From an optimization exercise on the open Yosys and OpenROAD flow, aimed at small area and a short achievable clock period; shortcuts taken in it are not production practice.
At most, simulation tests tie the RTL to the original design; equivalence was not proved.
Function not checked in runs 1 and 2: the RTL went through the layout flow alone.
Power and IR drop assume default switching activity.

==> flow/design.v <==
package mc_fifo_pkg;
    localparam int DEF_WIDTH     = 8;
    localparam int DEF_DEPTH     = 32;
    localparam int DEF_CHANNELS  = 4;
    localparam int DEF_AF_MARGIN = 2;
    localparam int DEF_AE_MARGIN = 2;
    function automatic int width_of(input int n);
        width_of = (n <= 1) ? 1 : $clog2(n);
    endfunction
endpackage
module mc_fifo_ctrl
#(
    parameter int DEPTH     = mc_fifo_pkg::DEF_DEPTH,
    parameter int AF_MARGIN = mc_fifo_pkg::DEF_AF_MARGIN,
    parameter int AE_MARGIN = mc_fifo_pkg::DEF_AE_MARGIN
) (
    input  logic                                    wr_req,
    input  logic                                    rd_req,
    input  logic                                    clear_err,
    input  logic [mc_fifo_pkg::width_of(DEPTH):0]   count_q,
    input  logic                                    empty_q,
    input  logic                                    af_q,
    input  logic                                    ae_q,
    input  logic                                    overflow_q,
    input  logic                                    underflow_q,
    output logic                                    wr_acc,
    output logic                                    rd_acc,
    output logic [mc_fifo_pkg::width_of(DEPTH):0]   count_d,
    output logic [mc_fifo_pkg::width_of(DEPTH):0]   count_d_rd,
    output logic [mc_fifo_pkg::width_of(DEPTH)-1:0] count_d_pos,
    output logic                                    empty_d,
    output logic                                    af_d,
    output logic                                    ae_d,
    output logic                                    overflow_d,
    output logic                                    underflow_d
);
    localparam int AW    = mc_fifo_pkg::width_of(DEPTH);
    localparam int CNT_W = AW + 1;
    if (AF_MARGIN + 1 > DEPTH - 1) begin : g_bad_af
        $error("mc_fifo_ctrl: AF_MARGIN must leave room for the look-ahead compare");
    end
    logic full, inc, dec;
    assign full = count_q[AW];
    assign wr_acc = wr_req && !full;
    assign rd_acc = rd_req && !empty_q;
    assign inc = wr_acc && !rd_acc;
    assign dec = rd_acc && !wr_acc;
    assign count_d_rd  = count_d;
    assign count_d_pos = count_d[AW-1:0];
    always_comb begin
        count_d = count_q;
        empty_d = empty_q;
        af_d    = af_q;
        ae_d    = ae_q;
        if (inc) begin
            count_d = count_q + 1'b1;
            empty_d = 1'b0;
            af_d    = (count_q >= CNT_W'(DEPTH - AF_MARGIN - 1));
            ae_d    = (count_q <= CNT_W'(AE_MARGIN - 1));
        end else if (dec) begin
            count_d = count_q - 1'b1;
            empty_d = (count_q == CNT_W'(1));
            af_d    = (count_q >= CNT_W'(DEPTH - AF_MARGIN + 1));
            ae_d    = (count_q <= CNT_W'(AE_MARGIN + 1));
        end
    end
    always_comb begin
        overflow_d  = clear_err ? 1'b0 : overflow_q;
        underflow_d = clear_err ? 1'b0 : underflow_q;
        if (wr_req && full) begin
            overflow_d = 1'b1;
        end
        if (rd_req && empty_q) begin
            underflow_d = 1'b1;
        end
    end
endmodule
module mc_fifo_dec #(
    parameter int AW = 5
) (
    input  logic [AW-1:0]      idx,
    output logic [(1<<AW)-1:0] sel
);
    for (genvar s = 0; s < (1 << AW); s++) begin : g_sel
        assign sel[s] = (idx == AW'(s));
    end
endmodule
module mc_fifo_aomux #(
    parameter int N = 32,
    parameter int W = 8
) (
    input  logic [N-1:0]   sel,
    input  logic [N*W-1:0] d,
    output logic [W-1:0]   q
);
    always_comb begin
        q = '0;
        for (int s = 0; s < N; s++) begin
            q = q | ({W{sel[s]}} & d[s*W +: W]);
        end
    end
endmodule
module mc_fifo_aotree32 #(
    parameter int W = 8
) (
    input  logic [31:0]   sel,
    input  logic [32*W-1:0] d,
    output logic [W-1:0]  q
);
    for (genvar b = 0; b < W; b++) begin : g_bit
        logic [3:0]  grp;
        logic [1:0]  half_n;
        for (genvar k = 0; k < 4; k++) begin : g_grp
            logic [7:0] dk;
            for (genvar j = 0; j < 8; j++) begin : g_d
                assign dk[j] = d[(8*k+j)*W + b];
            end
            mc_fifo_ao8 u_ao (
                .sel (sel[8*k +: 8]),
                .d   (dk),
                .y   (grp[k])
            );
        end
        mc_fifo_nor2 u_nor0 (.a (grp[0]), .b (grp[1]), .y (half_n[0]));
        mc_fifo_nor2 u_nor1 (.a (grp[2]), .b (grp[3]), .y (half_n[1]));
        mc_fifo_nand2 u_out (.a (half_n[0]), .b (half_n[1]), .y (q[b]));
    end
endmodule
module mc_fifo_ao8 (
    input  logic [7:0] sel,
    input  logic [7:0] d,
    output logic       y
);
    assign y = |(sel & d);
endmodule
module mc_fifo_nor2 (
    input  logic a, b,
    output logic y
);
    assign y = !(a || b);
endmodule
module mc_fifo_nand2 (
    input  logic a, b,
    output logic y
);
    assign y = !(a && b);
endmodule
module mc_fifo_mux2i (
    input  logic s, a, b,
    output logic y
);
    assign y = !(s ? b : a);
endmodule
module mc_fifo_inv (
    input  logic a,
    output logic y
);
    assign y = !a;
endmodule
module mc_fifo_aoi22 (
    input  logic a0, b0, a1, b1,
    output logic y
);
    assign y = !((a0 && b0) || (a1 && b1));
endmodule
module mc_fifo_nand3 (
    input  logic a, b, c,
    output logic y
);
    assign y = !(a && b && c);
endmodule
module mc_fifo_dec32 (
    input  logic [4:0]  idx,
    output logic [31:0] sel
);
    logic [4:0] idx_n;
    logic [3:0] lo_n;
    logic [7:0] hi_n;
    for (genvar i = 0; i < 5; i++) begin : g_inv
        mc_fifo_inv u_inv (.a (idx[i]), .y (idx_n[i]));
    end
    for (genvar i = 0; i < 4; i++) begin : g_lo
        mc_fifo_nand2 u_lo (
            .a (i[0] ? idx[0] : idx_n[0]),
            .b (i[1] ? idx[1] : idx_n[1]),
            .y (lo_n[i])
        );
    end
    for (genvar j = 0; j < 8; j++) begin : g_hi
        mc_fifo_nand3 u_hi (
            .a (j[0] ? idx[2] : idx_n[2]),
            .b (j[1] ? idx[3] : idx_n[3]),
            .c (j[2] ? idx[4] : idx_n[4]),
            .y (hi_n[j])
        );
    end
    for (genvar s = 0; s < 32; s++) begin : g_sel
        mc_fifo_nor2 u_sel (.a (lo_n[s % 4]), .b (hi_n[s / 4]), .y (sel[s]));
    end
endmodule
module mc_fifo
#(
    parameter int WIDTH     = mc_fifo_pkg::DEF_WIDTH,
    parameter int DEPTH     = mc_fifo_pkg::DEF_DEPTH,
    parameter int CHANNELS  = mc_fifo_pkg::DEF_CHANNELS,
    parameter int AF_MARGIN = mc_fifo_pkg::DEF_AF_MARGIN,
    parameter int AE_MARGIN = mc_fifo_pkg::DEF_AE_MARGIN
) (
    input  logic                          clk,
    input  logic                          reset,
    input  logic                          write_en,
    input  logic [mc_fifo_pkg::width_of(CHANNELS)-1:0] wr_ch,
    input  logic [WIDTH-1:0]              data_in,
    input  logic                          read_en,
    input  logic [mc_fifo_pkg::width_of(CHANNELS)-1:0] rd_ch,
    input  logic                          clear_err,
    output logic [WIDTH-1:0]              data_out,
    output logic                          data_valid,
    output logic [CHANNELS-1:0]           full,
    output logic [CHANNELS-1:0]           empty,
    output logic [CHANNELS-1:0]           almost_full,
    output logic [CHANNELS-1:0]           almost_empty,
    output logic [mc_fifo_pkg::width_of(DEPTH):0]      rd_count,
    output logic [CHANNELS-1:0]           overflow,
    output logic [CHANNELS-1:0]           underflow
);
    localparam int CW = mc_fifo_pkg::width_of(CHANNELS);
    localparam int AW = mc_fifo_pkg::width_of(DEPTH);
    if ((DEPTH < 4) || ((DEPTH & (DEPTH - 1)) != 0)) begin : g_bad_depth
        $error("mc_fifo: DEPTH must be a power of two and at least 4");
    end
    if (CHANNELS < 1) begin : g_bad_channels
        $error("mc_fifo: CHANNELS must be at least 1");
    end
    if ((AF_MARGIN < 1) || (AF_MARGIN > DEPTH - 1)) begin : g_bad_af
        $error("mc_fifo: AF_MARGIN must be in 1..DEPTH-1");
    end
    if ((AE_MARGIN < 1) || (AE_MARGIN > DEPTH - 1)) begin : g_bad_ae
        $error("mc_fifo: AE_MARGIN must be in 1..DEPTH-1");
    end
    logic [CHANNELS-1:0] wr_req, rd_req, wr_acc, rd_acc;
    logic [AW-1:0]       count_lo_a [CHANNELS];
    logic [AW:0]         count_rd_a [CHANNELS];
    logic [WIDTH-1:0]    head_a  [CHANNELS];
    logic [(1<<CW)-1:0]  rd_oh;
    mc_fifo_dec #(.AW(CW)) u_rd_dec (
        .idx (rd_ch),
        .sel (rd_oh)
    );
    for (genvar g = 0; g < CHANNELS; g++) begin : g_ch
        assign wr_req[g] = write_en && (wr_ch == CW'(g));
        assign rd_req[g] = read_en && rd_oh[g];
        logic [AW-1:0] count_lo_q, count_pos_q;
        logic          full_q, empty_q, af_q, ae_q, overflow_q, underflow_q;
        logic          not_empty_q, not_ae_q;
        logic [AW:0]   count_rd_q;
        logic [AW:0]   count_d, count_d_rd;
        logic [AW-1:0] count_d_pos;
        logic          empty_d, af_d, ae_d, overflow_d, underflow_d;
        mc_fifo_ctrl #(
            .DEPTH     (DEPTH),
            .AF_MARGIN (AF_MARGIN),
            .AE_MARGIN (AE_MARGIN)
        ) u_ctrl (
            .wr_req      (wr_req[g]),
            .rd_req      (rd_req[g]),
            .clear_err   (clear_err),
            .count_q     ({full_q, count_lo_q}),
            .empty_q     (empty_q),
            .af_q        (af_q),
            .ae_q        (ae_q),
            .overflow_q  (overflow_q),
            .underflow_q (underflow_q),
            .wr_acc      (wr_acc[g]),
            .rd_acc      (rd_acc[g]),
            .count_d     (count_d),
            .count_d_rd  (count_d_rd),
            .count_d_pos (count_d_pos),
            .empty_d     (empty_d),
            .af_d        (af_d),
            .ae_d        (ae_d),
            .overflow_d  (overflow_d),
            .underflow_d (underflow_d)
        );
        always_ff @(posedge clk or posedge reset) begin
            if (reset) begin
                count_lo_q  <= '0;
                full_q      <= 1'b0;
                count_rd_q  <= '0;
                count_pos_q <= '0;
                not_empty_q <= 1'b0;
                af_q        <= 1'b0;
                not_ae_q    <= 1'b0;
                overflow_q  <= 1'b0;
                underflow_q <= 1'b0;
            end else begin
                count_lo_q  <= count_d[AW-1:0];
                full_q      <= count_d[AW];
                count_rd_q  <= count_d_rd;
                count_pos_q <= count_d_pos;
                not_empty_q <= !empty_d;
                af_q        <= af_d;
                not_ae_q    <= !ae_d;
                overflow_q  <= overflow_d;
                underflow_q <= underflow_d;
            end
        end
        assign empty_q         = !not_empty_q;
        assign ae_q            = !not_ae_q;
        assign full[g]         = full_q;
        assign empty[g]        = empty_q;
        assign almost_full[g]  = af_q;
        assign almost_empty[g] = ae_q;
        assign overflow[g]     = overflow_q;
        assign underflow[g]    = underflow_q;
        assign count_lo_a[g]   = count_pos_q;
        assign count_rd_a[g]   = count_rd_q;
        logic [WIDTH-1:0] sr_q [DEPTH];
        logic [WIDTH-1:0] rot  [DEPTH];
        always_ff @(posedge clk) begin
            if (wr_acc[g]) begin
                sr_q[0] <= data_in;
                for (int i = 1; i < DEPTH; i++) begin
                    sr_q[i] <= sr_q[i-1];
                end
            end
        end
        for (genvar s = 0; s < DEPTH; s++) begin : g_rot
            assign rot[s] = sr_q[(s + DEPTH - 1) % DEPTH];
        end
        logic [DEPTH-1:0]       rsel;
        logic [DEPTH*WIDTH-1:0] rot_flat;
        for (genvar s = 0; s < DEPTH; s++) begin : g_flat
            assign rot_flat[s*WIDTH +: WIDTH] = rot[s];
        end
        if (DEPTH == 32) begin : g_pos_dec
            mc_fifo_dec32 u_dec (
                .idx (count_lo_a[g]),
                .sel (rsel)
            );
        end else begin : g_dec
            mc_fifo_dec #(.AW(AW)) u_dec (
                .idx (count_lo_a[g]),
                .sel (rsel)
            );
        end
        if (DEPTH == 32) begin : g_tree
            mc_fifo_aotree32 #(.W(WIDTH)) u_mux (
                .sel (rsel),
                .d   (rot_flat),
                .q   (head_a[g])
            );
        end else begin : g_flat_mux
            mc_fifo_aomux #(.N(DEPTH), .W(WIDTH)) u_mux (
                .sel (rsel),
                .d   (rot_flat),
                .q   (head_a[g])
            );
        end
    end
    logic [CHANNELS*(AW+1)-1:0]   count_flat;
    logic [(CHANNELS+1)*WIDTH-1:0] dsel_flat;
    logic [WIDTH-1:0]              data_out_q, data_out_d;
    logic                          data_valid_q;
    logic                          rd_any;
    for (genvar g = 0; g < CHANNELS; g++) begin : g_flat
        assign count_flat[g*(AW+1) +: AW+1] = count_rd_a[g];
        assign dsel_flat[g*WIDTH +: WIDTH]  = head_a[g];
    end
    assign dsel_flat[CHANNELS*WIDTH +: WIDTH] = data_out_q;
    assign rd_any = |rd_acc;
    if (CHANNELS == 4) begin : g_cnt_tree
        for (genvar b = 0; b <= AW; b++) begin : g_bit
            logic m01_n, m23_n;
            mc_fifo_mux2i u_m01 (.s (rd_ch[0]), .a (count_flat[0*(AW+1)+b]), .b (count_flat[1*(AW+1)+b]), .y (m01_n));
            mc_fifo_mux2i u_m23 (.s (rd_ch[0]), .a (count_flat[2*(AW+1)+b]), .b (count_flat[3*(AW+1)+b]), .y (m23_n));
            mc_fifo_mux2i u_mq  (.s (rd_ch[1]), .a (m01_n), .b (m23_n), .y (rd_count[b]));
        end
    end else begin : g_cnt_mux
        mc_fifo_aomux #(.N(CHANNELS), .W(AW+1)) u_cnt_mux (
            .sel (rd_oh[CHANNELS-1:0]),
            .d   (count_flat),
            .q   (rd_count)
        );
    end
    if (CHANNELS == 4) begin : g_dout_tree
        for (genvar b = 0; b < WIDTH; b++) begin : g_bit
            logic x01_n, x23_n, xh_n;
            mc_fifo_aoi22 u_x01 (.a0 (rd_acc[0]), .b0 (head_a[0][b]), .a1 (rd_acc[1]), .b1 (head_a[1][b]), .y (x01_n));
            mc_fifo_aoi22 u_x23 (.a0 (rd_acc[2]), .b0 (head_a[2][b]), .a1 (rd_acc[3]), .b1 (head_a[3][b]), .y (x23_n));
            mc_fifo_nand2 u_xh  (.a (!rd_any), .b (data_out_q[b]), .y (xh_n));
            mc_fifo_nand3 u_out (.a (x01_n), .b (x23_n), .c (xh_n), .y (data_out_d[b]));
        end
    end else begin : g_dout_mux
        mc_fifo_aomux #(.N(CHANNELS+1), .W(WIDTH)) u_dout_mux (
            .sel ({!rd_any, rd_acc}),
            .d   (dsel_flat),
            .q   (data_out_d)
        );
    end
    always_ff @(posedge clk or posedge reset) begin
        if (reset) begin
            data_out_q   <= '0;
            data_valid_q <= 1'b0;
        end else begin
            data_valid_q <= rd_any;
            data_out_q   <= data_out_d;
        end
    end
    assign data_out   = data_out_q;
    assign data_valid = data_valid_q;
endmodule
==> flow/run.sh <==
#!/bin/bash
# synth_recipe.tcl (not shown) runs the flow's synth.tcl, then flattens the netlist and writes it again
# the make line also repeats each setting of config.mk as NAME=value (left out here)
make -C /OpenROAD-flow-scripts/flow DESIGN_CONFIG=/design/flow/config.mk WORK_HOME=/design/flow/orfs CLKGATE_MAP_FILE= SYNTH_SCRIPT=/design/flow/synth_recipe.tcl finish
==> flow/config.mk <==
export PLATFORM = sky130hd
export DESIGN_NAME = mc_fifo
export DESIGN_NICKNAME = mc_fifo
export VERILOG_FILES = /design/flow/design.v
export SDC_FILE = /design/flow/constraint.sdc
export NUM_CORES = 4
export LEC_CHECK = 0
export CAP_MARGIN = 20
export CORE_MARGIN = 2
export CORE_UTILIZATION = 50
export CTS_CLUSTER_DIAMETER = 70
export CTS_CLUSTER_SIZE = 30
export SETUP_SLACK_MARGIN = 1.65
export SLEW_MARGIN = 20
export SYNTH_HIERARCHICAL = 1
export SYNTH_MINIMUM_KEEP_SIZE = 0
==> flow/constraint.sdc <==
create_clock -name core_clock -period 4.0 [get_ports {clk}]
set_input_delay 0.8000 -clock core_clock [delete_from_list [all_inputs] [get_ports {clk}]]
set_output_delay 0.8000 -clock core_clock [all_outputs]
set_load 0.01 [all_outputs]
==> results of run 1 <==
==> layout make-up <==
type / instances / area (µm²)
Fill cell: 6382 / 36400
Inverter: 65 / 343
Clock inverter: 33 / 417
Sequential cell: 1121 / 33200
Timing Repair Buffer: 90 / 887
Tap cell: 1070 / 1340
Clock buffer: 64 / 1430
Multi-Input combinational cell: 1168 / 8180
==> per-stage QoR <==
step / utilization [%] / worst slack, ps / hold slack [ps]
finish: 55.7 / 1610 / 444
global route: 55.7 / 1560 / 448
CTS: 55.3 / 1480 / 434
detailed placement: 52.8 / 768 / 434
global placement: 52.8 / 827 / 428
floorplan: - / 1510 / 427
==> worst paths after layout <==
path | slack (ps) | depth (start not counted) | from | to
worst max-delay path | 1610 | 3 | g_ch[2].count_rd_q[4]$_DFF_PP0_ | rd_count[4]
min in group asynchronous | 650 | 3 | reset | g_ch[3].not_empty_q$_DFF_PP0_
worst min register to register | 440 | 0 | g_ch[2].sr_q[1][1]$_DFFE_PP_ | g_ch[2].sr_q[2][1]$_DFFE_PP_
worst max register to register | 1720 | 8 | g_ch[3].count_pos_q[4]$_DFF_PP0_ | data_out_q[2]$_DFF_PP0_
worst min-delay path | 440 | 0 | g_ch[2].sr_q[1][1]$_DFFE_PP_ | g_ch[2].sr_q[2][1]$_DFFE_PP_
max in group asynchronous | 2730 | 3 | reset | g_ch[0].count_pos_q[1]$_DFF_PP0_
==> power by group through the flow <==
stage               registers [µW]  logic (µW)  clock network, µW
finish                       14900        6030               6680
CTS                          14800        5740               6860
global route                 15000        6500               7240
detailed placement           15000        5650                  0
global placement             15100        5560                  0
floorplan                    14500        3890                  0
==> Yosys cell counts (4+ instances only) <==
master,number,area (µm²)
edfxtp_1,1024,30700
a22oi_1,516,3870
nor2_1,217,815
nand4_1,132,826
dfrtp_1,97,2430
nand2_1,76,285
buf_4,68,510
inv_1,57,214
nand3_1,52,260
mux2i_1,22,220
a22oi_2,16,200
xnor2_1,16,140
ha_1,12,150
o21ai_0,12,60.1
and3_1,9,56.3
nand2b_4,8,110
nor2_2,8,50.1
o211ai_1,8,60.1
nor4_1,5,31.3
a2111oi_2,4,60.1
a211o_1,4,35.0
a21oi_1,4,20.0
a22o_1,4,35.0
a31oi_1,4,25.0
a32oi_1,4,35.0
a41oi_1,4,35.0
and2_1,4,25.0
buf_2,4,20.0
inv_4,4,25.0
inv_6,4,35.0
nor2_8,4,80.1
o21ai_1,4,20.0
o22a_1,4,35.0
o31ai_1,4,30.0
xor2_1,4,35.0
==> layer usage <==
layer | vias up | track usage [%] | share of wire (%)
met4 | 2 | 4.90 | 2.1
li1 | 9971 | - | -
met2 | 1063 | 30.7 | 43
met3 | 105 | 4.44 | 8.6
met1 | 11800 | 35.7 | 46
met5 | - | 0 | 0.013
==> sequential cells by signal, indices dropped and copies added, names as in the netlist <==
| signal | cells |
|---|---|
| g_ch.af_q | 4 |
| data_out_q | 8 |
| g_ch.not_empty_q | 4 |
| g_ch.sr_q | 1024 |
| g_ch.count_pos_q | 20 |
| g_ch.count_lo_q | 20 |
| g_ch.underflow_q | 4 |
| g_ch.count_rd_q | 24 |
| g_ch.not_ae_q | 4 |
| data_valid_q | 1 |
| g_ch.full_q | 4 |
| g_ch.overflow_q | 4 |
==> repair_timing <==
item	4_1_cts	5_1_grt
gates resized for setup	132	125
endpoints found under the hold margin	0	0
hold buffers	0	0
buffers inserted	10	2
gates cloned	1	0
endpoints found under the setup margin	50	159
==> cell usage in the layout (no fill, tap or decap), types with 32 or more instances in the layout <==
master,n
clkbuf_16,56
nor2_2,124
dlygate4sd2_1,32
edfxtp_1,1024
a22oi_1,513
nand2_1,56
nand4_1,132
nor2_1,97
nand3_1,47
inv_1,54
dfrtp_1,74
==> logic make-up after synthesis <==
logic type | Yosys count | synth area share, %
AO/OA/AOI/OAI | 592 | 10.9
AND/OR/NAND/NOR | 522 | 6.23
adder cells (fa/ha/maj) | 12 | 0.361
XOR/XNOR | 20 | 0.421
multiplexers | 22 | 0.529
buffers and inverters | 137 | 1.93
flip-flops | 1121 | 79.7
==> per-module statistics from Yosys (local to each module, per instance), excerpt <==
module / flops+latches / copies in the design / area, µm²
mc_fifo: 1121 / 1 / 33500
mc_fifo_ao8: 0 / 128 / 36.3
mc_fifo_aoi22: 0 / 16 / 12.5
mc_fifo_inv: 0 / 20 / 3.75
mc_fifo_mux2i: 0 / 18 / 10.0
mc_fifo_nand2: 0 / 56 / 3.75
mc_fifo_nand3: 0 / 40 / 5.00
mc_fifo_nor2: 0 / 192 / 3.75
==> key figures, run 1 <==
Run status
  – Status: timing/DRC/antenna clean

Die
  – IO Count: 56
  – Die Y: 293 µm
  – # rows: 105
  – Die footprint: 85600 µm²
  – Starting Density: 50.6%
  – Die Width: 293 µm
  – Core area: 82200 µm²

Global route
  – GRT overflow: 0
  – Vias in the first global route: 22000
  – First-pass GRT wire length: 142000 µm
  – Largest net degree at the start of global routing: 119
  – Initial antenna violation count: 5
  – GRT Total Usage: 22.0%

Power
  – Pleak: 0.0144 µW
  – Pwr Density: 602 nW/µm²
  – Psw: 9030 µW
  – Reg power frac: 53.9%
  – Max VDD drop: 0.000431 V
  – Switching Share: 32.8%
  – Total power: 27600 µW
  – P_int: 18500 µW
  – Clock group share of total power: 24.2%
  – Comb power frac: 21.9%

STA
  – Crit path time final: 2390 ps
  – Fmax: 419 MHz
  – Crit share post-route: 59.6%
  – Rel. slew slack: 45.4%
  – TNS Setup: 0 ps
  – Slew @ Worst Pin: 815 ps
  – Unrepaired setup endpoints after global routing: yes
  – Fin. Hold Viols: 0
  – Final setup viols: 0
  – Clock skew: 31.4 ps
  – Slew Viols, Final: 0

Final layout
  – Finished Layout Cells: 3611
  – Final #Nets: 2527
  – Cell area after layout: 45800 µm²
  – # diodes: 0
  – Area Overhead vs Synth: 9.99%
  – Share of layout cells above drive strength 1: 14.4%

Clocking
  – Num CTS Buffers: 52
  – Worst-skew pair later-pin latency: 660 ps
  – Clock buffer depth: 3
  – Clock Sinks: 1121
  – CTS tree: built
  – Reg clk slew, reported paths: 110 ps
  – CTS H-tree lvls: 2
  – Clock Tree Root: clkbuf_16

Drt
  – Drt initial violations: 3240
  – Per-cell routed wire length: 26.5 µm
  – DR vias: 22900
  – Antenna-violating nets left: 0
  – 1st-pass router iterations: 6
  – Routed WL: 95500 µm
  – DR vias/cell: 6.34
  – Remaining DRCs: 0

Yosys
  – Ys flop type: edfxtp_1
  – Synthesized net count: 2455
  – Syn avg cell area: 17.2 µm²
  – Mapped Area: 41600 µm²
  – Synth Instances: 2426
  – Seq cells post-synth: 1121
  – Post-synth EDFFs: 1024
  – Ys Warns: 29
  – Sequential area share after synthesis: 79.7%
  – Async S/R FF share, synth: 8.65%
  – Post-synth cell types: 41

Worst setup path
  – Most common cell on crit path: mux2i_1
  – Ordered list of cells on the worst path: mux2i_1 -> mux2i_1 -> buf_2
  – Setup Crit Path Kind: flip-flop to output port
  – CP Buf/Inv Count: 1
  – Crit path capture type: output port
  – Worst-path fanout max: 1
  – Worst setup SP type: flip-flop
  – Crit path max-delay cell type: dfrtp_1
  – Worst Path Arrival: 1590 ps
  – Delay of the slowest critical-path stage: 460 ps
  – Cell family with most CP delay: flip-flops
  – CP required: 3200 ps

Placed design
  – Cells after DPL: 3501
  – Number of port buffers: 55
  – Cell Area, Placed: 43400 µm²
  – Post-DP HPWL: 61600 µm
  – Routability Congestion: 0.852

Flow run
  – Total of max-cap violations: 0

Min path
  – Worst hold path class: flip-flop to flip-flop
==> inputs of run 2 (changes only) <==
--- a/flow/config.mk
+++ b/flow/config.mk
@@ -7,7 +7,7 @@
 export LEC_CHECK = 0
 export CAP_MARGIN = 20
 export CORE_MARGIN = 2
-export CORE_UTILIZATION = 50
+export CORE_UTILIZATION = 60
 export CTS_CLUSTER_DIAMETER = 70
 export CTS_CLUSTER_SIZE = 30
 export SETUP_SLACK_MARGIN = 1.65
==> run 2 against run 1 <==
Compared with the run above: via count increased by 0.18%; clock skew shrank 6.2 ps; power is 0.65% lower; sequential power is essentially flat; maximum frequency about the same.
==> key figures, run 2 <==
Run status
  – Status: timing/DRC/antenna clean

Worst setup path
  – Cell family with most CP delay: buffers and inverters
  – Delay of the slowest critical-path stage: 170 ps (-290 ps)
  – Crit path capture type: output port
  – Crit path max-delay cell type: mux2i_1
  – CP Buf/Inv Count: 4 (+3)
  – CP required: 3200 ps (about the same)
  – Most common cell on crit path: mux2i_1
  – Setup Crit Path Kind: input port to output port
  – Ordered list of cells on the worst path: buf_8 -> buf_6 -> buf_16 -> mux2i_1 -> mux2i_1 -> buf_2
  – Worst Path Arrival: 1590 ps (about the same)
  – Worst-path fanout max: 7 (+6)
  – Worst setup SP type: input port

Final layout
  – Fin util: 66.2% (+11 points)
  – Largest register FFs: 1024 (unchanged)
  – Fill cells: 4765 (-25%)
  – Largest register by flop count: g_ch.sr_q
  – Biggest regs: g_ch.sr_q (1024), g_ch.count_rd_q (24)
  – Most common cell after layout, fill and taps aside: edfxtp_1
  – Highest-count cells in the layout ignoring fill and taps: edfxtp_1 (1024), a22oi_1 (513), nand4_1 (132)
  – Share of layout cells above drive strength 1: 13.9% (-0.49 points)
  – Final #Nets: 2524 (-0.12%)
  – Sequential cell area: 33200 µm² (about the same)
  – Multi-input gate area: 8140 µm² (-0.60%)
  – # diodes: 0 (unchanged)
  – Area Overhead vs Synth: 9.30%

Drt
  – Remaining DRCs: 0 (unchanged)
  – Antenna-violating nets left: 0 (unchanged)
  – Per-cell routed wire length: 27.4 µm (+3.7%)
  – Routed WL: 95100 µm (-0.43%)
  – DR vias: 22900 (+0.18%)
  – 1st-pass router iterations: 7 (+1)
  – Drt initial violations: 3431 (+5.9%)
  – DR vias/cell: 6.61 (+4.3%)

Flow run
  – Total of max-cap violations: 0 (unchanged)

Global route
  – Most Used Layer, Global Route: met1
  – GRT overflow: 0 (unchanged)
  – Met1 Resource Use GR: 43.2% (+7.5 points)
  – Met2 usage: 38.0% (+7.3 points)
  – GRT Total Usage: 26.5% (+4.4 points)
  – Met3 usage: 3.54% (-0.90 points)
  – First-pass GRT wire length: 141000 µm (-0.93%)
  – Initial antenna violation count: 3 (-2)
  – Largest net degree at the start of global routing: 128 (+7.6%)
  – Vias in the first global route: 22100 (+0.50%)

Yosys
  – Async S/R FF share, synth: 8.65% (unchanged)
  – Synth Instances: 2426 (unchanged)
  – Commonest cells in the netlist: edfxtp_1 (1024), a22oi_1 (516), nor2_1 (217)
  – Area contributors post-synth: edfxtp_1 (74%), a22oi_1 (9.3%), dfrtp_1 (5.8%)
  – Syn avg cell area: 17.2 µm² (unchanged)
  – Sequential area share after synthesis: 79.7% (unchanged)
  – Mapped Area: 41600 µm² (unchanged)
  – Synthesized net count: 2455 (unchanged)
  – Seq cells post-synth: 1121 (unchanged)
  – Count leader, synth: edfxtp_1
  – Post-synth EDFFs: 1024 (unchanged)
  – Ys flop type: edfxtp_1
  – Post-synth cell types: 41 (unchanged)
  – Dominant cell type by area after synthesis: edfxtp_1
  – Area share of the largest cell type after synthesis: 73.8% (unchanged)
  – Ys Warns: 29 (unchanged)

STA
  – TNS Setup: 0 ps (unchanged)
  – Crit share post-route: 59.7% (about the same)
  – Slew @ Worst Pin: 825 ps (+9.97 ps)
  – Final setup viols: 0 (unchanged)
  – Slew Viols, Final: 0 (unchanged)
  – Unrepaired setup endpoints after global routing: yes
  – Fmax: 419 MHz (about the same)
  – Fin. Hold Viols: 0 (unchanged)
  – Rel. slew slack: 44.8% (-0.67 points)
  – Clock skew: 25.2 ps (-6.23 ps)
  – Crit path time final: 2390 ps (+1.17 ps)

Min path
  – Worst hold path class: flip-flop to flip-flop

Placed design
  – Routability Congestion: 0.870 (+2.1%)
  – Number of port buffers: 55 (unchanged)
  – Post-DP HPWL: 61300 µm (-0.50%)

Clocking
  – Num CTS Buffers: 51 (-1.9%)
  – Clock Tree Root: clkbuf_16
  – Clock Sinks: 1121 (unchanged)
  – Clock buffer depth: 3 (unchanged)
  – CTS tree: built
  – Hold_buf cts: 0 (unchanged)
  – Worst-skew pair later-pin latency: 650 ps (about the same)
  – Reg clk slew, reported paths: 100 ps (about the same)
  – CTS H-tree lvls: 2 (unchanged)

Die
  – Die footprint: 71500 µm² (-16%)
  – # rows: 96 (-8.6%)
  – Die Width: 267 µm (-8.6%)
  – IO Count: 56 (unchanged)
  – Die Y: 267 µm (-8.6%)
  – Starting Density: 60.6% (+10 points)
  – Core area: 68700 µm² (-16%)

Power
  – Pwr Density: 602 nW/µm² (about the same)
  – Max VDD drop: 0.000413 V (-4.3%)
  – Pleak: 0.0144 µW (-0.34%)
## run 2: cell counts after synthesis
Identical to the previous run, type by type.
## run 2: kinds of logic (layout without fill, tap and decap cells)
kind of cell               after synthesis  count (layout)  share of synthesized area (%)
DFF                                   1121            1121                           79.7
AOI/OAI and AO/OA                      592             592                           10.9
and+or+nand+nor                        522             522                           6.23
buffers and inverters                  137             248                           1.93
muxes                                   22              22                          0.529
xor gates and xnor gates                20              20                          0.421
adders and majority gates               12              12                          0.361
## run 2: per-module statistics from Yosys, one instance, submodules excluded, excerpt
module,copies in the design,area [µm²],flops+latches,cells inside
mc_fifo,1,33500,1121,1172
mc_fifo_ao8,128,36.3,0,5
mc_fifo_aoi22,16,12.5,0,1
mc_fifo_mux2i,18,10.0,0,1
mc_fifo_nand3,40,5.00,0,1
mc_fifo_inv,20,3.75,0,1
mc_fifo_nand2,56,3.75,0,1
mc_fifo_nor2,192,3.75,0,1
## run 2: routing by layer
metal | vias to the layer above | wire length, µm
li1 | 9968 | -
met1 | 11800 | 42800
met2 | 1089 | 42200
met3 | 120 | 7840
met4 | 2 | 2280
met5 | - | 12
## run 2: cell type report
cell class,instances,share of cell area [%]
Tap cell,931,2.56
Inverter,65,0.753
Clock inverter,27,0.748
Timing Repair Buffer,88,1.93
Clock buffer,68,3.18
Multi-Input combinational cell,1168,17.9
Sequential cell,1121,73.0
## run 2: path summary, 6_finish.rpt
| kind | start | endpoint | slack, ps | depth (start not counted) |
|---|---|---|---|---|
| setup / recovery | rd_ch[0] | rd_count[4] | 1610 | 6 |
| hold / removal | g_ch[0].sr_q[16][5]$_DFFE_PP_ | g_ch[0].sr_q[17][5]$_DFFE_PP_ | 450 | 0 |
| setup reg to reg | g_ch[0].count_pos_q[2]$_DFF_PP0_ | data_out_q[0]$_DFF_PP0_ | 1720 | 9 |
| hold reg to reg | g_ch[0].sr_q[16][5]$_DFFE_PP_ | g_ch[0].sr_q[17][5]$_DFFE_PP_ | 450 | 0 |
| max in group asynchronous | reset | g_ch[1].full_q$_DFF_PP0_ | 2540 | 3 |
| min in group asynchronous | reset | data_out_q[0]$_DFF_PP0_ | 680 | 2 |
## run 2: repair_timing
item / 4_1_cts / 5_1_grt
resized for setup: 131 / 116
setup endpoints to repair: 53 / 375
setup buffers: 9 / 3
gates cloned: 1 / 0
## run 2: worst reg2reg max path, stage by stage, from the launching register on
cell and delay, ps:
dfrtp_2 520, inv_1 160, nand3_2 190, nor2_2 140
a22oi_1 220, nand4_1 220, nor2_1 260, nand2_1 180
a22oi_2 210, nand3_1 90
## run 2: through the flow
step                instance area, µm²  total power (µW)  setup slack (ps)  cells  hold WS, ps
finish                           45500             27400              1610   3468          446
global route                     45500             28400              1580   3468          454
CTS                              45200             27200              1520   3465          451
detailed placement               43200             20700               791   3360          433
global placement                 43200             20600               807   3360          428
floorplan                        41800             18400              1510   2426          427
## run 2: power by group
part	leakage, µW	internal (µW)	switching, µW
sequential	0.0105	13800	1010
clock	0.000872	2790	3780
combinational	0.00301	1830	4120
total	0.0144	18500	8920
==> inputs of run 3 (changes only) <==
--- a/flow/design.v
+++ b/flow/design.v
@@ -198,6 +198,12 @@
         mc_fifo_nor2 u_sel (.a (lo_n[s % 4]), .b (hi_n[s / 4]), .y (sel[s]));
     end
 endmodule
+module mc_fifo_andn (
+    input  logic a, b_n,
+    output logic y
+);
+    assign y = a && !b_n;
+endmodule
 module mc_fifo
 #(
     parameter int WIDTH     = mc_fifo_pkg::DEF_WIDTH,
@@ -226,6 +232,7 @@
 );
     localparam int CW = mc_fifo_pkg::width_of(CHANNELS);
     localparam int AW = mc_fifo_pkg::width_of(DEPTH);
+    localparam int NEN = (WIDTH >= 4) ? 4 : WIDTH;
     if ((DEPTH < 4) || ((DEPTH & (DEPTH - 1)) != 0)) begin : g_bad_depth
         $error("mc_fifo: DEPTH must be a power of two and at least 4");
     end
@@ -317,11 +324,17 @@
         assign count_rd_a[g]   = count_rd_q;
         logic [WIDTH-1:0] sr_q [DEPTH];
         logic [WIDTH-1:0] rot  [DEPTH];
+        logic [NEN-1:0] wr_en;
+        for (genvar k = 0; k < NEN; k++) begin : g_wen
+            mc_fifo_andn u_wen (.a (wr_req[g]), .b_n (full_q), .y (wr_en[k]));
+        end
         always_ff @(posedge clk) begin
-            if (wr_acc[g]) begin
-                sr_q[0] <= data_in;
-                for (int i = 1; i < DEPTH; i++) begin
-                    sr_q[i] <= sr_q[i-1];
+            for (int b = 0; b < WIDTH; b++) begin
+                if (wr_en[b * NEN / WIDTH]) begin
+                    sr_q[0][b] <= data_in[b];
+                    for (int i = 1; i < DEPTH; i++) begin
+                        sr_q[i][b] <= sr_q[i-1][b];
+                    end
                 end
             end
         end
@@ -371,10 +384,16 @@
     assign rd_any = |rd_acc;
     if (CHANNELS == 4) begin : g_cnt_tree
         for (genvar b = 0; b <= AW; b++) begin : g_bit
-            logic m01_n, m23_n;
-            mc_fifo_mux2i u_m01 (.s (rd_ch[0]), .a (count_flat[0*(AW+1)+b]), .b (count_flat[1*(AW+1)+b]), .y (m01_n));
-            mc_fifo_mux2i u_m23 (.s (rd_ch[0]), .a (count_flat[2*(AW+1)+b]), .b (count_flat[3*(AW+1)+b]), .y (m23_n));
-            mc_fifo_mux2i u_mq  (.s (rd_ch[1]), .a (m01_n), .b (m23_n), .y (rd_count[b]));
+            logic m0_n, m1_n;
+            if (b < (AW + 1) / 2) begin : g_lo_first
+                mc_fifo_mux2i u_m0 (.s (rd_ch[0]), .a (count_flat[0*(AW+1)+b]), .b (count_flat[1*(AW+1)+b]), .y (m0_n));
+                mc_fifo_mux2i u_m1 (.s (rd_ch[0]), .a (count_flat[2*(AW+1)+b]), .b (count_flat[3*(AW+1)+b]), .y (m1_n));
+                mc_fifo_mux2i u_mq (.s (rd_ch[1]), .a (m0_n), .b (m1_n), .y (rd_count[b]));
+            end else begin : g_hi_first
+                mc_fifo_mux2i u_m0 (.s (rd_ch[1]), .a (count_flat[0*(AW+1)+b]), .b (count_flat[2*(AW+1)+b]), .y (m0_n));
+                mc_fifo_mux2i u_m1 (.s (rd_ch[1]), .a (count_flat[1*(AW+1)+b]), .b (count_flat[3*(AW+1)+b]), .y (m1_n));
+                mc_fifo_mux2i u_mq (.s (rd_ch[0]), .a (m0_n), .b (m1_n), .y (rd_count[b]));
+            end
         end
     end else begin : g_cnt_mux
         mc_fifo_aomux #(.N(CHANNELS), .W(AW+1)) u_cnt_mux (
--- a/flow/config.mk
+++ b/flow/config.mk
@@ -7,7 +7,7 @@
 export LEC_CHECK = 0
 export CAP_MARGIN = 20
 export CORE_MARGIN = 2
-export CORE_UTILIZATION = 60
+export CORE_UTILIZATION = 50
 export CTS_CLUSTER_DIAMETER = 70
 export CTS_CLUSTER_SIZE = 30
 export SETUP_SLACK_MARGIN = 1.65
==> run 3 against run 2 <==
Compared with the run above: largest power group unchanged; register-to-register slack got worse by 50 ps; routed wire length increased by 3.6%; first-iteration DRC count decreased by 0.76%; largest cell class unchanged; die area increased by 20%; synthesized area increased by 0.11%; via count increased by 0.64%; combinational power increased by 3%.
==> key figures, run 3 <==
Run status
  – Status: timing/DRC/antenna clean

Yosys
  – Commonest cells in the netlist: edfxtp_1 (1024), a22oi_1 (516), nor2_1 (217)
  – Syn avg cell area: 17.1 µm² (-0.22%)
  – Area contributors post-synth: edfxtp_1 (74%), a22oi_1 (9.3%), dfrtp_1 (5.8%)
  – Main combinational cell family by area after synthesis: compound AO/OA/AOI/OAI gates
  – Mapped Area: 41700 µm² (+0.11%)
  – Post-synth EDFFs: 1024 (unchanged)
  – Area share of the largest cell type after synthesis: 73.8% (-0.080 points)
  – Synth Area in Simple Gates: 6.80% (+0.57 points)
  – Seq cells post-synth: 1121 (unchanged)
  – Dominant cell type by area after synthesis: edfxtp_1
  – Ys flop type: edfxtp_1
  – Synth Instances: 2434 (+0.33%)
  – Adder-Cell Fraction of Synth Area: 0.360% (-0.00039 points)
  – Synthesized net count: 2463 (+0.33%)
  – Async S/R FF share, synth: 8.65% (unchanged)
  – Synth Area in Compound Gates: 10.5% (-0.32 points)
  – Ys Warns: 29 (unchanged)
  – Mux cell area share after synthesis: 0.528% (-0.00057 points)
  – Synth Area in XOR/XNOR: 0.336% (-0.084 points)
  – Sequential area share after synthesis: 79.6% (-0.086 points)
  – Count leader, synth: edfxtp_1
  – Post-synth cell types: 37 (-9.8%)

STA
  – Slew @ Worst Pin: 862 ps (+36.6 ps)
  – Slew Viols, Final: 0 (unchanged)
  – Clock skew: 26.0 ps (+0.807 ps)
  – Unrepaired setup endpoints after global routing: yes
  – TNS Setup: 0 ps (unchanged)
  – Fmax: 430 MHz (+2.6%)
  – Rel. slew slack: 42.3% (-2.4 points)
  – Fin. Hold Viols: 0 (unchanged)
  – Crit share post-route: 58.1% (-1.5 points)
  – Final setup viols: 0 (unchanged)
  – Crit path time final: 2330 ps (-61.4 ps)

Clocking
  – Worst-skew pair later-pin latency: 650 ps (about the same)
  – Reg clk slew, reported paths: 110 ps (about the same)
  – CTS H-tree lvls: 2 (unchanged)
  – Clock Tree Root: clkbuf_16
  – Hold_buf cts: 0 (unchanged)
  – Clock Sinks: 1121 (unchanged)
  – Clock buffer depth: 3 (unchanged)
  – CTS tree: built
  – Num CTS Buffers: 53 (+3.9%)

Drt
  – Remaining DRCs: 0 (unchanged)
  – Per-cell routed wire length: 27.2 µm (-1.0%)
  – Routed WL: 98500 µm (+3.6%)
  – 1st-pass router iterations: 5 (-2)
  – DR vias/cell: 6.36 (-3.8%)
  – Drt initial violations: 3405 (-0.76%)
  – DR vias: 23100 (+0.64%)
  – Antenna-violating nets left: 0 (unchanged)

Power
  – Pleak: 0.0145 µW (+0.68%)
  – Max VDD drop: 0.000321 V (-22%)
  – Pwr Density: 613 nW/µm² (+1.8%)

Final layout
  – Most common cell after layout, fill and taps aside: edfxtp_1
  – Final #Nets: 2544 (+0.79%)
  – Share of layout cells above drive strength 1: 14.2% (+0.31 points)
  – Largest register by flop count: g_ch.sr_q
  – Highest-count cells in the layout ignoring fill and taps: edfxtp_1 (1024), a22oi_1 (516), nand4_1 (132)
  – Area Overhead vs Synth: 10.3%
  – Largest register FFs: 1024 (unchanged)
  – Biggest regs: g_ch.sr_q (1024), g_ch.count_rd_q (24)
  – Cell area after layout: 46000 µm² (+1.1%)
  – # diodes: 0 (unchanged)

Global route
  – First-pass GRT wire length: 145000 µm (+2.9%)
  – Largest net degree at the start of global routing: 65 (-49%)
  – GRT overflow: 0 (unchanged)
  – Initial antenna violation count: 2 (-1)
  – GRT Total Usage: 22.6% (-3.9 points)
  – Vias in the first global route: 21900 (-0.73%)

Placed design
  – Cell Area, Placed: 43400 µm² (+0.47%)
  – Post-DP HPWL: 63800 µm (+4.1%)
  – Routability Congestion: 0.869 (-0.11%)
  – Number of port buffers: 55 (unchanged)

Worst setup path
  – Crit path capture type: flip-flop
  – Worst reg-to-reg setup slack: 1670 ps (-50 ps)
  – Worst setup SP type: flip-flop
  – Worst Path Arrival: 2860 ps (+1270 ps)
  – CP required: 4540 ps (+1340 ps)
  – Worst-path fanout max: 8 (+1)
  – Setup Crit Path Kind: flip-flop to flip-flop

Die
  – IO Count: 56 (unchanged)
  – Core area: 82400 µm² (+20%)
  – Die footprint: 85700 µm² (+20%)
  – Die Width: 293 µm (+9.5%)
  – # rows: 105 (+9.4%)
  – Starting Density: 50.6% (-10 points)
  – Die Y: 293 µm (+9.5%)

Flow run
  – Total of max-cap violations: 0 (unchanged)

Min path
  – Worst hold path class: flip-flop to flip-flop
-- run 3: worst max-delay path: stages, from the launching register on --
cell and delay (ps):
dfrtp_2 490, nand2_2 310, nor2_1 270, a22oi_1 230
nand4_1 110, nor2_1 240, nand2_1 240, a22oi_2 210
nand3_1 100
-- run 3: per-layer routing --
metal  vias to the layer above  wire length, µm  track usage [%]
li1                      10000                -                -
met1                     11900            44100             36.2
met2                      1045            43600             32.6
met3                       105             9070             3.84
met4                         0             1810             4.53
met5                         -                0                0
-- run 3: logic make-up after synthesis --
| logic type | Yosys count |
|---|---|
| buffers and inverters | 137 |
| XOR/XNOR | 16 |
| flip-flops | 1121 |
| AO/OA/AOI/OAI | 584 |
| adder cells (fa/ha/maj) | 12 |
| multiplexers | 22 |
| AND/OR/NAND/NOR | 542 |
-- run 3: power breakdown --
| group | internal, µW | total (µW) | switching [µW] |
|---|---|---|---|
| logic | 1820 | 6130 | 4310 |
| clock network | 3050 | 6970 | 3920 |
| registers | 14000 | 15100 | 1090 |
-- run 3: path summary, 6_finish.rpt --
| path | startpoint | end | cells after the start |
|---|---|---|---|
| min in group asynchronous | reset | g_ch[3].count_rd_q[0]$_DFF_PP0_ | 2 |
| max reg2reg | g_ch[0].count_pos_q[0]$_DFF_PP0_ | data_out_q[7]$_DFF_PP0_ | 8 |
| min | g_ch[3].sr_q[15][4]$_DFFE_PP_ | g_ch[3].sr_q[16][4]$_DFFE_PP_ | 0 |
| min reg2reg | g_ch[3].sr_q[15][4]$_DFFE_PP_ | g_ch[3].sr_q[16][4]$_DFFE_PP_ | 0 |
| max | g_ch[0].count_pos_q[0]$_DFF_PP0_ | data_out_q[7]$_DFF_PP0_ | 8 |
| max in group asynchronous | reset | data_out_q[2]$_DFF_PP0_ | 4 |
-- run 3: what timing repair did --
| action | in CTS | in global routing |
|---|---|---|
| hold endpoints to repair | 0 | 0 |
| buffers inserted | 4 | 16 |
| endpoints found under the setup margin | 120 | 39 |
| pin swaps | 0 | 5 |
| resized for setup | 136 | 123 |
-- run 3: stage by stage --
step / hold WS (ps) / util, % / cells / power [µW] / worst slack, ps
floorplan: 427 / - / 2434 / 18500 / 1450
global placement: 428 / 52.7 / 3509 / 20900 / 601
detailed placement: 434 / 52.7 / 3509 / 21000 / 505
CTS: 445 / 55.2 / 3612 / 27900 / 1510
global route: 449 / 55.8 / 3629 / 29200 / 1560
finish: 439 / 55.8 / 3629 / 28200 / 1670
-- run 3: layout make-up --
type                       instances  area [µm²]
fill                            6367       36400
sequential                      1121       33200
multi-input combinational       1176        8220
clock buffer                      65        1460
tap                             1070        1340
timing repair buffer              98        1030
clock inverter                    34         484
inverter                          65         255
-- run 3: per-module statistics from Yosys (local to each module, per instance), a selection --
module         copies in the design  flops+latches  cells  cell area, µm²
mc_fifo                           1           1121   1172           33500
mc_fifo_ao8                     128              0      5            36.3
mc_fifo_andn                     16              0      1            13.8
mc_fifo_aoi22                    16              0      1            12.5
mc_fifo_mux2i                    18              0      1            10.0
mc_fifo_nand3                    40              0      1            5.00
mc_fifo_inv                      20              0      1            3.75
mc_fifo_nand2                    56              0      1            3.75
mc_fifo_nor2                    192              0      1            3.75
==> inputs of run 4 (changes only) <==
--- a/flow/config.mk
+++ b/flow/config.mk
@@ -10,6 +10,7 @@
 export CORE_UTILIZATION = 50
 export CTS_CLUSTER_DIAMETER = 70
 export CTS_CLUSTER_SIZE = 30
+export GPL_TIMING_DRIVEN = 0
 export SETUP_SLACK_MARGIN = 1.65
 export SLEW_MARGIN = 20
 export SYNTH_HIERARCHICAL = 1
==> run 4 against run 3 <==
Compared with the run above: worst hold slack got worse by 0.98 ps; critical path depth shrank 4; clock skew is 0.51 ps higher; sequential power about the same; via count increased by 2.1%; critical endpoint is now rd_count[3]; clock power decreased by 3.6%; sequential share of layout area shrank 1.9 points.
==> key figures, run 4 <==
Clocking
  – CTS H-tree lvls: 2 (unchanged)
  – Clock buffer depth: 3 (unchanged)
  – Reg clk slew, reported paths: 110 ps (about the same)
  – Clock Tree Root: clkbuf_16
  – Num CTS Buffers: 53 (unchanged)
  – Clock Sinks: 1121 (unchanged)
  – Worst-skew pair later-pin latency: 650 ps (about the same)
  – CTS tree: built

Final layout
  – Area Overhead vs Synth: 13.3%
  – Sequential cell area: 33200 µm² (unchanged)
  – Fill cells: 6269 (-1.5%)
  – # diodes: 0 (unchanged)
  – Multi-input gate area: 8270 µm² (+0.61%)
  – Final #Nets: 2651 (+4.2%)
  – Highest-count cells in the layout ignoring fill and taps: edfxtp_1 (1024), a22oi_1 (516), nand4_1 (132)
  – Largest register FFs: 1024 (unchanged)
  – Most common cell after layout, fill and taps aside: edfxtp_1
  – Largest register by flop count: g_ch.sr_q
  – Biggest regs: g_ch.sr_q (1024), g_ch.count_rd_q (24)
  – Share of layout cells above drive strength 1: 18.2% (+4.0 points)

STA
  – Unrepaired setup endpoints after global routing: yes
  – Final hold slack: 438 ps (-0.975 ps)
  – Clock skew: 26.5 ps (+0.506 ps)
  – TNS Setup: 0 ps (unchanged)
  – Final worst slack: 1660 ps (-15.3 ps)
  – Crit path time final: 2340 ps (+15.3 ps)
  – Crit share post-route: 58.5% (+0.38 points)
  – Final setup viols: 0 (unchanged)
  – Rel. slew slack: 42.3% (about the same)
  – Slew @ Worst Pin: 862 ps (+0.447 ps)
  – Fmax: 427 MHz (-0.65%)
  – Fin. Hold Viols: 0 (unchanged)
  – Slew Viols, Final: 0 (unchanged)

Yosys
  – Count leader, synth: edfxtp_1
  – Commonest cells in the netlist: edfxtp_1 (1024), a22oi_1 (516), nor2_1 (217)
  – Seq cells post-synth: 1121 (unchanged)
  – Post-synth EDFFs: 1024 (unchanged)
  – Ys Warns: 29 (unchanged)
  – Sequential area share after synthesis: 79.6% (unchanged)
  – Syn avg cell area: 17.1 µm² (unchanged)
  – Mapped Area: 41700 µm² (unchanged)
  – Area contributors post-synth: edfxtp_1 (74%), a22oi_1 (9.3%), dfrtp_1 (5.8%)
  – Async S/R FF share, synth: 8.65% (unchanged)
  – Synthesized net count: 2463 (unchanged)
  – Post-synth cell types: 37 (unchanged)
  – Area share of the largest cell type after synthesis: 73.8% (unchanged)
  – Synth Instances: 2434 (unchanged)
  – Dominant cell type by area after synthesis: edfxtp_1
  – Ys flop type: edfxtp_1

Min path
  – Worst hold path class: flip-flop to flip-flop

Worst setup path
  – Critical path origin: rd_ch[1]
  – Setup Crit Path Kind: input port to output port
  – Crit Reg-Reg Endpoint: data_out_q[4]$_DFF_PP0_
  – Crit path capture type: output port
  – Worst setup SP type: input port
  – Worst-path fanout max: 13 (+5)
  – Worst Path Arrival: 1540 ps (-1320 ps)
  – FF-to-FF Start: g_ch[2].count_pos_q[1]$_DFF_PP0_
  – Worst Setup EP: rd_count[3]
  – CP required: 3200 ps (-1340 ps)
  – FF-to-FF path depth: 9 (+1)
  – Worst reg-to-reg setup slack: 1710 ps (+40 ps)

Power
  – Pleak: 0.0151 µW (+4.3%)
  – Max VDD drop: 0.000378 V (+18%)
  – Switching Share: 32.4% (-0.64 points)
  – Clock group share of total power: 23.6% (-1.2 points)
  – Total power: 28400 µW (+0.85%)
  – P_int: 19200 µW (+1.8%)
  – Psw: 9220 µW (-1.1%)
  – Comb power frac: 24.0% (+2.2 points)
  – Pwr Density: 601 nW/µm² (-1.8%)
  – Reg power frac: 52.4% (-1.1 points)

Global route
  – Initial antenna violation count: 1 (-1)
  – Met1 Resource Use GR: 36.5% (+0.25 points)
  – First-pass GRT wire length: 145000 µm (-0.10%)
  – Most Used Layer, Global Route: met1
  – Met3 usage: 3.56% (-0.28 points)
  – Largest net degree at the start of global routing: 36 (-45%)
  – Vias in the first global route: 22500 (+2.7%)
  – Met2 usage: 31.9% (-0.71 points)
  – GRT Total Usage: 22.5% (-0.11 points)
  – GRT overflow: 0 (unchanged)

Drt
  – DR vias: 23600 (+2.1%)
  – Antenna-violating nets left: 0 (unchanged)
  – DR vias/cell: 6.31 (-0.81%)
  – Per-cell routed wire length: 26.3 µm (-3.2%)
  – 1st-pass router iterations: 7 (+2)
  – Drt initial violations: 3230 (-5.1%)
  – Routed WL: 98200 µm (-0.35%)
  – Remaining DRCs: 0 (unchanged)

Die
  – Die footprint: 85700 µm² (unchanged)
  – IO Count: 56 (unchanged)
  – Die Width: 293 µm (unchanged)
  – Starting Density: 50.6% (unchanged)
  – Core area: 82400 µm² (unchanged)
  – Die Y: 293 µm (unchanged)
  – # rows: 105 (unchanged)

Flow run
  – Total of max-cap violations: 0 (unchanged)

Placed design
  – Post-DP HPWL: 64300 µm (+0.85%)
  – Routability Congestion: 0.833 (-4.2%)
  – Place WS: 182 ps (-322 ps)
  – Number of port buffers: 55 (unchanged)

Run status
  – Status: timing/DRC/antenna clean
## run 4: cell counts after synthesis
Identical to the previous run, type by type.
## run 4: worst min path at each step
stage	from	endpoint	slack, ps	cells past startpoint
2_1_floorplan	g_ch[0].sr_q[9][0]$_DFFE_PP_	g_ch[0].sr_q[10][0]$_DFFE_PP_	430	0
3_3_place_gp	g_ch[1].sr_q[20][6]$_DFFE_PP_	g_ch[1].sr_q[21][6]$_DFFE_PP_	430	0
3_5_place_dp	g_ch[0].sr_q[16][2]$_DFFE_PP_	g_ch[0].sr_q[17][2]$_DFFE_PP_	430	0
4_1_cts	g_ch[1].sr_q[9][2]$_DFFE_PP_	g_ch[1].sr_q[10][2]$_DFFE_PP_	440	0
5_1_grt	g_ch[1].sr_q[16][2]$_DFFE_PP_	g_ch[1].sr_q[17][2]$_DFFE_PP_	440	0
6_report	g_ch[1].sr_q[16][2]$_DFFE_PP_	g_ch[1].sr_q[17][2]$_DFFE_PP_	440	0
## run 4: kinds of logic after synthesis
logic type | count (synthesis) | synth area share [%]
DFF | 1121 | 79.6
AOI/OAI and AO/OA | 584 | 10.5
and+or+nand+nor | 542 | 6.80
buffers and inverters | 137 | 1.86
muxes | 22 | 0.528
xor gates and xnor gates | 16 | 0.336
adders and majority gates | 12 | 0.360
## run 4: metal layers
metal / share of wire (%) / vias up
met5: 0 / -
met2: 44 / 1104
li1: - / 10300
met4: 2.2 / 0
met1: 45 / 12100
met3: 8.9 / 116
## run 4: worst max-delay path, stage by stage
cell,delay (ps)
buf_8,170
mux2i_4,290
mux2i_1,100
buf_2,170
## run 4: power by group through the flow
stage	sequential [µW]	clock, µW	combinational, µW
5_1_grt	15000	7300	7350
2_1_floorplan	14700	0	3810
4_1_cts	14800	6910	6450
3_5_place_dp	15100	0	6270
6_report	14900	6720	6820
3_3_place_gp	15100	0	5980
## run 4: layout make-up
| class | count | area share [%] |
|---|---|---|
| timing repair buffer | 130 | 3.75 |
| tap | 1070 | 2.83 |
| inverter | 65 | 0.556 |
| sequential | 1121 | 70.3 |
| clock inverter | 34 | 0.895 |
| multi-input combinational | 1179 | 17.5 |
| clock buffer | 66 | 3.02 |
| buffer | 72 | 1.13 |
## run 4: metrics by stage
| step | util [%] | cells | instance area (µm²) |
|---|---|---|---|
| global route | 57.4 | 3737 | 47200 |
| detailed placement | 54.1 | 3597 | 44600 |
| floorplan | - | 2434 | 41700 |
| CTS | 56.7 | 3722 | 46700 |
| global placement | 52.9 | 3559 | 43600 |
| finish | 57.4 | 3737 | 47200 |
## run 4: timing repair
item	in CTS	in global routing
hold buffers	0	0
gates resized for setup	134	146
gates cloned	2	1
setup buffers	23	14
pin swaps	0	0
endpoints found under the setup margin	344	165
## run 4: per-module statistics from Yosys, one instance, submodules excluded, a selection
module	flip-flops and latches	cells	area (µm²)	times used
mc_fifo_nand2	0	1	3.75	56
mc_fifo_ao8	0	5	36.3	128
mc_fifo_andn	0	1	13.8	16
mc_fifo_aoi22	0	1	12.5	16
mc_fifo_mux2i	0	1	10.0	18
mc_fifo_nand3	0	1	5.00	40
mc_fifo_nor2	0	1	3.75	192
mc_fifo_inv	0	1	3.75	20
==> inputs of run 5 (changes only) <==
--- a/flow/config.mk
+++ b/flow/config.mk
@@ -10,8 +10,7 @@
 export CORE_UTILIZATION = 50
 export CTS_CLUSTER_DIAMETER = 70
 export CTS_CLUSTER_SIZE = 30
-export GPL_TIMING_DRIVEN = 0
-export SETUP_SLACK_MARGIN = 1.65
+export SETUP_SLACK_MARGIN = 1.85
 export SLEW_MARGIN = 20
 export SYNTH_HIERARCHICAL = 1
 export SYNTH_MINIMUM_KEEP_SIZE = 0
==> run 5 against run 4 <==
Compared with the run above: still clean; count of clock-buffer cells in the layout down 4; sequential power about the same; maximum frequency up 0.40%; sequential cell count unchanged; global-route usage up 0.44 points; sequential share of layout area down 0.79 points; cell area up 1.2%; synthesized area unchanged; worst hold slack worse by 1.7 ps.
==> key figures, run 5 <==
Clocking
  – Clock Sinks: 1121 (unchanged)
  – Reg clk slew, reported paths: 110 ps (about the same)
  – Worst-skew pair later-pin latency: 650 ps (about the same)
  – CTS H-tree lvls: 2 (unchanged)
  – Clock Tree Root: clkbuf_16
  – CTS tree: built
  – Num CTS Buffers: 52 (-1.9%)
  – Clock buffer depth: 3 (unchanged)
  – Hold_buf cts: 0 (unchanged)

Global route
  – First-pass GRT wire length: 147000 µm (+1.8%)
  – GRT overflow: 0 (unchanged)
  – Largest net degree at the start of global routing: 71 (+97%)
  – Initial antenna violation count: 7 (+6)
  – Vias in the first global route: 22600 (+0.48%)
  – GRT Total Usage: 22.9% (+0.44 points)

Die
  – Core area: 82400 µm² (unchanged)
  – IO Count: 56 (unchanged)
  – Die Width: 293 µm (unchanged)
  – # rows: 105 (unchanged)
  – Die Y: 293 µm (unchanged)
  – Die footprint: 85700 µm² (unchanged)
  – Starting Density: 50.6% (unchanged)

Yosys
  – Area contributors post-synth: edfxtp_1 (74%), a22oi_1 (9.3%), dfrtp_1 (5.8%)
  – Synthesized net count: 2463 (unchanged)
  – Syn avg cell area: 17.1 µm² (unchanged)
  – Synth Area in Compound Gates: 10.5% (unchanged)
  – Commonest cells in the netlist: edfxtp_1 (1024), a22oi_1 (516), nor2_1 (217)
  – Adder-Cell Fraction of Synth Area: 0.360% (unchanged)
  – Main combinational cell family by area after synthesis: compound AO/OA/AOI/OAI gates
  – Post-synth EDFFs: 1024 (unchanged)
  – Area share of the largest cell type after synthesis: 73.8% (unchanged)
  – Post-synth cell types: 37 (unchanged)
  – Seq cells post-synth: 1121 (unchanged)
  – Synth Instances: 2434 (unchanged)
  – Ys Warns: 29 (unchanged)
  – Dominant cell type by area after synthesis: edfxtp_1
  – Ys flop type: edfxtp_1
  – Mapped Area: 41700 µm² (unchanged)
  – Mux cell area share after synthesis: 0.528% (unchanged)
  – Count leader, synth: edfxtp_1
  – Async S/R FF share, synth: 8.65% (unchanged)
  – Synth Area in Simple Gates: 6.80% (unchanged)
  – Sequential area share after synthesis: 79.6% (unchanged)
  – Synth Area in XOR/XNOR: 0.336% (unchanged)

Worst setup path
  – Setup Crit Path Kind: flip-flop to output port
  – Delay of the slowest critical-path stage: 470 ps (+180 ps)
  – Crit path max-delay cell type: dfrtp_2
  – Crit path capture type: output port
  – Ordered list of cells on the worst path: mux2i_1 -> mux2i_1 -> buf_2
  – CP required: 3200 ps (about the same)
  – Worst setup SP type: flip-flop
  – Worst-path fanout max: 1 (-12)
  – Most common cell on crit path: mux2i_1
  – Worst Path Arrival: 1530 ps (about the same)

Final layout
  – Share of layout cells above drive strength 1: 24.5% (+6.3 points)
  – Cell area after layout: 47800 µm² (+1.2%)
  – Area Overhead vs Synth: 14.7%
  – Largest register by flop count: g_ch.sr_q
  – Biggest regs: g_ch.sr_q (1024), g_ch.count_rd_q (24)
  – Largest register FFs: 1024 (unchanged)
  – Highest-count cells in the layout ignoring fill and taps: edfxtp_1 (1024), a22oi_1 (451), nand4_1 (132)
  – Most common cell after layout, fill and taps aside: edfxtp_1
  – Final #Nets: 2611 (-1.5%)

STA
  – Unrepaired setup endpoints after global routing: yes
  – Final setup viols: 0 (unchanged)
  – Crit path time final: 2330 ps (-9.36 ps)
  – Crit share post-route: 58.3% (-0.23 points)
  – TNS Setup: 0 ps (unchanged)
  – Slew Viols, Final: 0 (unchanged)
  – Slew @ Worst Pin: 662 ps (-200 ps)
  – Fmax: 429 MHz (+0.40%)
  – Fin. Hold Viols: 0 (unchanged)
  – Rel. slew slack: 55.8% (+13 points)
  – Clock skew: 47.9 ps (+21.4 ps)

Drt
  – 1st-pass router iterations: 5 (-2)
  – Per-cell routed wire length: 27.4 µm (+4.4%)
  – Remaining DRCs: 0 (unchanged)
  – DR vias/cell: 6.41 (+1.7%)
  – DR vias: 23700 (+0.45%)
  – Routed WL: 101000 µm (+3.1%)
  – Antenna-violating nets left: 0 (unchanged)
  – Drt initial violations: 3271 (+1.3%)

Flow run
  – Total of max-cap violations: 0 (unchanged)

Power
  – Max VDD drop: 0.000437 V (+16%)
  – Pwr Density: 612 nW/µm² (+1.8%)
  – Pleak: 0.0148 µW (-1.9%)
  – Total power: 29300 µW (+3.0%)

Placed design
  – Cell Area, Placed: 43600 µm² (-2.1%)
  – Post-DP HPWL: 64400 µm (about the same)
  – Number of port buffers: 55 (unchanged)
  – Routability Congestion: 0.854 (+2.6%)

Run status
  – Status: timing/DRC/antenna clean

Min path
  – Worst hold path class: flip-flop to flip-flop
run 5: cells by family (layout without fill, tap and decap cells):
kind of cell	count (synthesis)	after routing
other	0	2
and+or+nand+nor	542	542
adders and majority gates	12	12
xor gates and xnor gates	16	16
AOI/OAI and AO/OA	584	584
DFF	1121	1121
muxes	22	22
buffers and inverters	137	323
run 5: final cells by class:
class	count	area [µm²]
diodes	2	5.00
clock buffers	62	1380
clock inverters	30	404
fillers	6102	34600
inverters	65	270
multi-input cells	1176	9630
flip-flops and latches	1121	33200
well taps	1070	1340
repair buffers	166	1550
run 5: Yosys stat by module (local to each module, per instance), a selection:
| module | cells inside | copies in the design |
|---|---|---|
| mc_fifo | 1172 | 1 |
| mc_fifo_ao8 | 5 | 128 |
| mc_fifo_andn | 1 | 16 |
| mc_fifo_aoi22 | 1 | 16 |
| mc_fifo_mux2i | 1 | 18 |
| mc_fifo_nand3 | 1 | 40 |
| mc_fifo_inv | 1 | 20 |
| mc_fifo_nand2 | 1 | 56 |
| mc_fifo_nor2 | 1 | 192 |
run 5: final timing paths:
path                                                       start                               end  slack, ps  cells after the start
worst max-delay path             g_ch[0].count_rd_q[3]$_DFF_PP0_                       rd_count[3]       1670                      3
worst min-delay path                g_ch[0].sr_q[9][1]$_DFFE_PP_     g_ch[0].sr_q[10][1]$_DFFE_PP_        440                      0
worst max register to register  g_ch[3].count_pos_q[3]$_DFF_PP0_           data_out_q[4]$_DFF_PP0_       1750                      9
worst min register to register      g_ch[0].sr_q[9][1]$_DFFE_PP_     g_ch[0].sr_q[10][1]$_DFFE_PP_        440                      0
max in group asynchronous                                  reset  g_ch[2].count_pos_q[0]$_DFF_PP0_       2610                      3
min in group asynchronous                                  reset     g_ch[3].underflow_q$_DFF_PP0_        580                      2
run 5: metrics by stage:
step / setup WS [ps] / utilization (%) / cells / hold slack (ps)
2_1_floorplan: 1450 / - / 2434 / 427
3_3_place_gp: 663 / 53.0 / 3513 / 428
3_5_place_dp: 592 / 53.0 / 3513 / 434
4_1_cts: 1620 / 56.4 / 3630 / 436
5_1_grt: 1600 / 58.0 / 3690 / 439
6_report: 1670 / 58.0 / 3692 / 436
run 5: power by group:
part,switching (µW),internal (µW),total [µW],leakage [µW]
Clock,3860,2710,6570,0.000844
Sequential,1170,14000,15200,0.0105
Combinational,5080,2460,7540,0.00351
run 5: worst max-delay path: cells and delay by family (launching register included):
family | cells | cell delay (ps)
DFF | 1 | 470
muxes | 2 | 260
buffers and inverters | 1 | 150
run 5: metal layers:
metal / track usage, % / vias up / routed length (µm)
li1: - / 10100 / -
met1: 36.1 / 12300 / 44500
met2: 33.8 / 1110 / 45900
met3: 4.15 / 97 / 9460
met4: 4.15 / 4 / 1450
met5: 0 / - / 25
run 5: repair_timing:
action / 4_1_cts / 5_1_grt
buffers inserted: 25 / 60
pin swaps: 8 / 112
endpoints found under the setup margin: 377 / 78
resized for setup: 448 / 201
cloned: 0 / 0

[port drivers added, routing unchanged]
Ports are ideal in the flow. The routed layouts listed here were re-timed in OpenROAD. Step 1: set_driving_cell puts a clkbuf_16 on clk and a buf_2 on each other input, an assumption about the parent block. Step 2 moves the port delays by t, midway between the first and last clock arrival at a register: inputs arrive t later, outputs are due t later. That takes back most of the time a late clock gives input paths. Slacks: ideal / step 1 / step 2; pairs: ideal / step 1.
run | t, ns | setup WS [ns] | latest minus earliest clock arrival (ns) | worst register clock-pin slew, ns | worst data-port slew with drivers (ns)
run 1 | 0.716 | 1.615 / 1.545 / 0.985 | 0.036 / 0.036 | 0.11 / 0.11 | 0.06
run 2 | 0.704 | 1.613 / 1.573 / 1.009 | 0.028 / 0.029 | 0.11 / 0.11 | 0.10
run 3 | 0.708 | 1.675 / 1.610 / 1.057 | 0.036 / 0.036 | 0.11 / 0.11 | 0.04
run 4 | 0.708 | 1.660 / 1.598 / 1.015 | 0.028 / 0.029 | 0.11 / 0.11 | 0.06
run 5 | 0.698 | 1.669 / 1.603 / 1.273 | 0.051 / 0.051 | 0.12 / 0.12 | 0.10
After both steps setup and hold are still met in every run listed. The setup slack of run 4, which loses most, moves by -0.062 ns with the drivers and by -0.645 ns with both steps.
